This is an optimization exercise on Yosys and OpenROAD, whose aim is a short achievable clock period and few clock cycles, not a production implementation.
RTL that was checked went through simulation tests only; none was proved equivalent to the original.

==> run a: inputs <==
## mdc_top
module mdc_top #(
    parameter int RUN_LEN = mdc_pkg::N_ENTRIES
) (
    input  wire logic         clk,
    input  wire logic         rst_n,
    input  wire logic         in_valid,
    input  wire logic [8:0]   in_mode,
    input  wire logic [14:0]  in_data,
    output logic              out_valid,
    output mdc_pkg::result_t  out_data
);
    mdc_pkg::entry_t      entry;
    logic [RUN_LEN-1:0]   wr_en;
    logic                 run_done;
    logic                 mode3;
    mdc_pkg::matrix_t     mat;
    mdc_input_stage #(
        .RUN_LEN (RUN_LEN)
    ) u_input_stage (
        .clk      (clk),
        .rst_n    (rst_n),
        .in_valid (in_valid),
        .in_mode  (in_mode),
        .in_data  (in_data),
        .entry    (entry),
        .wr_en    (wr_en),
        .run_done (run_done),
        .mode3    (mode3)
    );
    matrix_buffer #(
        .RUN_LEN (RUN_LEN)
    ) u_matrix_buffer (
        .clk   (clk),
        .entry (entry),
        .wr_en (wr_en),
        .mat   (mat)
    );
    det_engine u_det_engine (
        .clk       (clk),
        .rst_n     (rst_n),
        .run_done  (run_done),
        .mode3     (mode3),
        .mat       (mat),
        .out_valid (out_valid),
        .out_data  (out_data)
    );
endmodule
==> module mdc_input_stage, before the edit <==
module mdc_input_stage #(
    parameter int RUN_LEN = mdc_pkg::N_ENTRIES
) (
    input  wire logic                clk,
    input  wire logic                rst_n,
    input  wire logic                in_valid,
    input  wire logic [8:0]          in_mode,
    input  wire logic [14:0]         in_data,
    output mdc_pkg::entry_t          entry,
    output logic [RUN_LEN-1:0]       wr_en,
    output logic                     run_done,
    output logic                     mode3
);
    localparam int CNT_W = $clog2(RUN_LEN);
    localparam logic [CNT_W-1:0] LAST_IDX = CNT_W'(RUN_LEN - 1);
    mdc_pkg::mode_t     mode_dec;
    logic [CNT_W-1:0]   cnt;
    logic               run_ok;
    logic               first;
    logic               mode_ok;
    hamming_decoder #(
        .DATA_W (mdc_pkg::MODE_W),
        .CODE_W (9)
    ) u_mode_dec (
        .code (in_mode),
        .data (mode_dec)
    );
    hamming_decoder #(
        .DATA_W (mdc_pkg::ENTRY_W),
        .CODE_W (15)
    ) u_entry_dec (
        .code (in_data),
        .data (entry)
    );
    assign first   = (cnt == '0);
    assign mode_ok = (mode_dec == mdc_pkg::MODE_DET2) || (mode_dec == mdc_pkg::MODE_DET3);
    always_comb begin
        for (int j = 0; j < RUN_LEN; j++) begin
            wr_en[j] = in_valid && (cnt == CNT_W'(j));
        end
    end
    always_ff @(posedge clk or negedge rst_n) begin
        if (!rst_n) begin
            cnt      <= '0;
            run_ok   <= 1'b0;
            run_done <= 1'b0;
            mode3    <= 1'b0;
        end else begin
            run_done <= in_valid && (cnt == LAST_IDX) && run_ok;
            if (in_valid) begin
                cnt <= cnt + 1'b1;
                if (first) begin
                    run_ok <= mode_ok;
                    mode3  <= (mode_dec == mdc_pkg::MODE_DET3);
                end
            end
        end
    end
endmodule
clock: 18.0 ns
lec_check: 0
cap_margin: 20
core_margin: 2
core_utilization: 40
slew_margin: 20
standard.sh (not shown) runs the stock make flow with config.mk's settings and CLKGATE_MAP_FILE= SYNTH_SCRIPT=/design/flow/synth_recipe.tcl, a recipe that flattens the netlist after the stock synthesis.
==> flow/flow/run.sh <==
#!/bin/bash
# The standard layout, with repair_timing aiming well below the clock period
set -euo pipefail
bash standard.sh SETUP_SLACK_MARGIN=12.5 finish > standard_flow.log 2>&1
==> run b: changes against run a <==
--- a/flow/design.v
+++ b/flow/design.v
@@ -85,4 +85,4 @@
     mdc_pkg::mode_t     mode_dec;
+    logic [8:0]         mode_code;
     logic [CNT_W-1:0]   cnt;
-    logic               run_ok;
     logic               first;
@@ -93,3 +93,3 @@
     ) u_mode_dec (
-        .code (in_mode),
+        .code (mode_code),
         .data (mode_dec)
@@ -113,13 +113,7 @@
             cnt      <= '0;
-            run_ok   <= 1'b0;
             run_done <= 1'b0;
-            mode3    <= 1'b0;
         end else begin
-            run_done <= in_valid && (cnt == LAST_IDX) && run_ok;
+            run_done <= in_valid && (cnt == LAST_IDX) && mode_ok;
             if (in_valid) begin
                 cnt <= cnt + 1'b1;
-                if (first) begin
-                    run_ok <= mode_ok;
-                    mode3  <= (mode_dec == mdc_pkg::MODE_DET3);
-                end
             end
@@ -127,2 +121,8 @@
     end
+    always_ff @(posedge clk) begin
+        if (in_valid && first) begin
+            mode_code <= in_mode;
+        end
+        mode3 <= (mode_dec == mdc_pkg::MODE_DET3);
+    end
 endmodule
==> flow/run.sh (new file) <==
#!/bin/bash
# synth_recipe.tcl (not shown) runs the flow's synth.tcl, then flattens the netlist and writes it again
# the make line also repeats each setting of config.mk as NAME=value (left out here)
make -C /OpenROAD-flow-scripts/flow DESIGN_CONFIG=/design/flow/config.mk WORK_HOME=/design/flow/orfs CLKGATE_MAP_FILE= SYNTH_SCRIPT=/design/flow/synth_recipe.tcl finish
Settings changed: ABC_CLOCK_PERIOD_IN_PS set to 1500.
removed: flow/flow/run.sh
removed: flow/standard.sh
==> results.sh <==
export IMPL_outcome="no timing/DRC/antenna violations"
export IMPL_first_pass_iters=7
export IMPL_met1_length_mm=35.46
export IMPL_first_global_vias=23390
export IMPL_synthDistinctLibCells=94
export IMPL_sh_seq_area=0.2507
export IMPL_synth_simple_area_share=0.1110
export IMPL_dpl_cell_area_mm2=0.03583
export IMPL_grt_start_max_net_pins=68
export IMPL_critical_path_startpoint="in_mode[2]"
export IMPL_layout_setup_ws_ns=11.84
export IMPL_final_cells=4662
export IMPL_fin_area_mm2=0.03822
(the above is from run a)
==> results.sh <==
export IMPL_final_cells=4689
export IMPL_synthTopCellsByCount="ha_1, a21oi_1, dfxtp_1"
export IMPL_met1_length_mm=36.85
export IMPL_grt_start_max_net_pins=105
export IMPL_layout_common_cells="ha_1, a21oi_1, dfxtp_1, inv_1, clkdlybuf4s50_1"
export IMPL_dpl_cell_area_mm2=0.03624
export IMPL_synthDistinctLibCells=88
export IMPL_sh_seq_area=0.2581
export IMPL_critical_path_startpoint="in_data[0]"
export IMPL_outcome="no timing/DRC/antenna violations"
export IMPL_grt_pass1_wl_mm=122.9
(the above is from run b)
Function was not checked in any run of this note: the RTL went through the layout flow alone.

---

==> inputs of run P <==
mdc_top, a different RTL version from the one above (not shown whole).
export LEC_CHECK = 0
export CAP_MARGIN = 20
export CORE_MARGIN = 2
export CORE_UTILIZATION = 30
export SLEW_MARGIN = 20
export TNS_END_PERCENT = 10
create_clock -name core_clock -period 18.0 [get_ports {clk}]
==> flow/flow/run.sh <==
#!/bin/bash
# The standard layout, in two parts: after placement, each register that
# drives an output port's buffer is moved next to that buffer and the
# placement legalised again (flow/move_out.tcl). repair_timing aims at a setup
# slack well above zero so that it keeps shortening paths; port buffers are
# buf_4. Each tool's output goes to a log file of its own.
set -euo pipefail
EXTRA=(SETUP_SLACK_MARGIN=13.2 "BUFFER_PORTS_ARGS=-buffer_cell sky130_fd_sc_hd__buf_4")
bash standard.sh "${EXTRA[@]}" place > standard_place.log 2>&1
MOVE_ODB=orfs/results/sky130hd/mdc_top/base/3_place.odb \
  openroad -no_init -exit flow/move_out.tcl > move_out.log 2>&1
bash standard.sh "${EXTRA[@]}" finish > standard_finish.log 2>&1
==> flow/flow/move_out.tcl <==
# Move each register that drives an output port's buffer next to that
# buffer, then legalise. The register's input side has slack to spare; its
# output wire is on the path to the port.
set odb $::env(MOVE_ODB)
read_db $odb
set block [ord::get_db_block]
set moved 0
foreach bterm [$block getBTerms] {
  if {[$bterm getIoType] ne "OUTPUT"} { continue }
  set net [$bterm getNet]
  if {$net eq "NULL"} { continue }
  # the port's buffer
  set buf ""
  foreach it [$net getITerms] {
    if {[$it isOutputSignal]} { set buf [$it getInst] }
  }
  if {$buf eq ""} { continue }
  # the buffer's input net and its driver
  foreach it [$buf getITerms] {
    if {[$it isInputSignal] && [$it getNet] ne "NULL"} { set innet [$it getNet] }
  }
  set drv ""
  foreach it [$innet getITerms] {
    if {[$it isOutputSignal]} { set drv [$it getInst] }
  }
  if {$drv eq ""} { continue }
  set master [[$drv getMaster] getName]
  if {![string match "*df*" $master]} { continue }
  set loc [$buf getLocation]
  $drv setLocation [lindex $loc 0] [lindex $loc 1]
  $drv setPlacementStatus PLACED
  incr moved
}
puts "moved $moved registers next to their output buffers"
detailed_placement
check_placement -verbose
write_db $odb
==> run Z (differences from run P) <==
--- a/flow/config.mk
+++ b/flow/config.mk
@@ -9,3 +9,3 @@
 export CORE_MARGIN = 2
-export CORE_UTILIZATION = 30
+export CORE_UTILIZATION = 50
 export SLEW_MARGIN = 20
==> run B (differences from run P) <==
==> flow/flow/run.sh (replaced) <==
#!/bin/bash
# The standard layout; repair_timing aims at a setup slack well above
# zero so that it keeps shortening paths, and port buffers are buf_4
set -euo pipefail
bash standard.sh SETUP_SLACK_MARGIN=13.2 "BUFFER_PORTS_ARGS=-buffer_cell sky130_fd_sc_hd__buf_4" finish > standard_flow.log 2>&1
removed: flow/flow/move_out.tcl
==> comparison table <==
Number of global-route vias before repair: run P 175000; run Z 171000; run B 174000
FF-to-FF path depth: run P 13; run Z 10; run B 13
Detailed-routing iteration count for the pre-antenna-repair pass: run P 6; run Z 9; run B 9
GRT met1 Usage: run P 27.5%; run Z 44.3%; run B 27.5%
Filler Cell Count: run P 76500; run Z 40100; run B 76700
Largest stage delay on the critical path: run P 390 ps; run Z 950 ps; run B 600 ps
Estimated wirelength of the detail-placed design: run P 592 mm; run Z 580 mm; run B 592 mm
Metal2 WL: run P 361 mm; run Z 359 mm; run B 356 mm
Critical Path End: run P out_data[178]; run Z u_det_engine.r1_0_c[23]$_DFF_P_; run B out_data[146]
Result of the run: run P complete, no violations; run Z complete, no violations; run B complete, no violations
Row Count: run P 320; run Z 248; run B 320
Pre-CTS setup slack: run P 11920 ps; run Z 11910 ps; run B 11920 ps
Testbench counts of run P, summed over its fixed seeds: cycles 57,600.
Testbench counts of run Z, summed over its fixed seeds: cycles 57,600.
Testbench counts of run B, summed over its fixed seeds: cycles 57,600.

-- what the ideal ports hide --
The flow's constraints put no driver on any port. The routed layouts listed below were extracted and timed again, unchanged, in two steps. Step 1 (the two cells are an assumption about what drives the block):
set clk [get_ports {clk}]
set_driving_cell -lib_cell sky130_fd_sc_hd__clkbuf_16 $clk
set_driving_cell -lib_cell sky130_fd_sc_hd__buf_2 [delete_from_list [all_inputs] $clk]
Step 2 also shifts input and output timing later by t, the mid clock arrival at the registers, as if the neighbouring blocks saw the same clock. Slacks: ideal ports / drivers / drivers and shift; pairs: ideal ports / drivers.
run | shift t [ns] | slack for setup (ns) | worst hold slack (ns) | worst setup path at the end | latest minus earliest clock arrival (ns)
run a of note 1 | 0.659 | 11.844 / 11.864 / 11.205 | 0.431 / 0.431 / 0.431 | input to register | 0.024 / 0.024
run b of note 1 | 0.663 | 12.051 / 12.081 / 11.417 | 0.432 / 0.432 / 0.432 | input to register | 0.029 / 0.029
run P of note 2 | 1.147 | 12.810 / 12.686 / 12.066 | 0.351 / 0.351 / 0.351 | input to register | 0.090 / 0.089
run Z of note 2 | 1.131 | 12.749 / 12.699 / 11.968 | 0.352 / 0.352 / 0.352 | input to register | 0.089 / 0.089
run B of note 2 | 1.131 | 12.656 / 12.519 / 11.954 | 0.347 / 0.347 / 0.347 | input to register | 0.085 / 0.085
After both steps setup and hold are still met in every run listed. For run Z of note 2, which loses most, drivers alone change the setup slack by -0.050 ns; drivers and shift together by -0.781 ns.
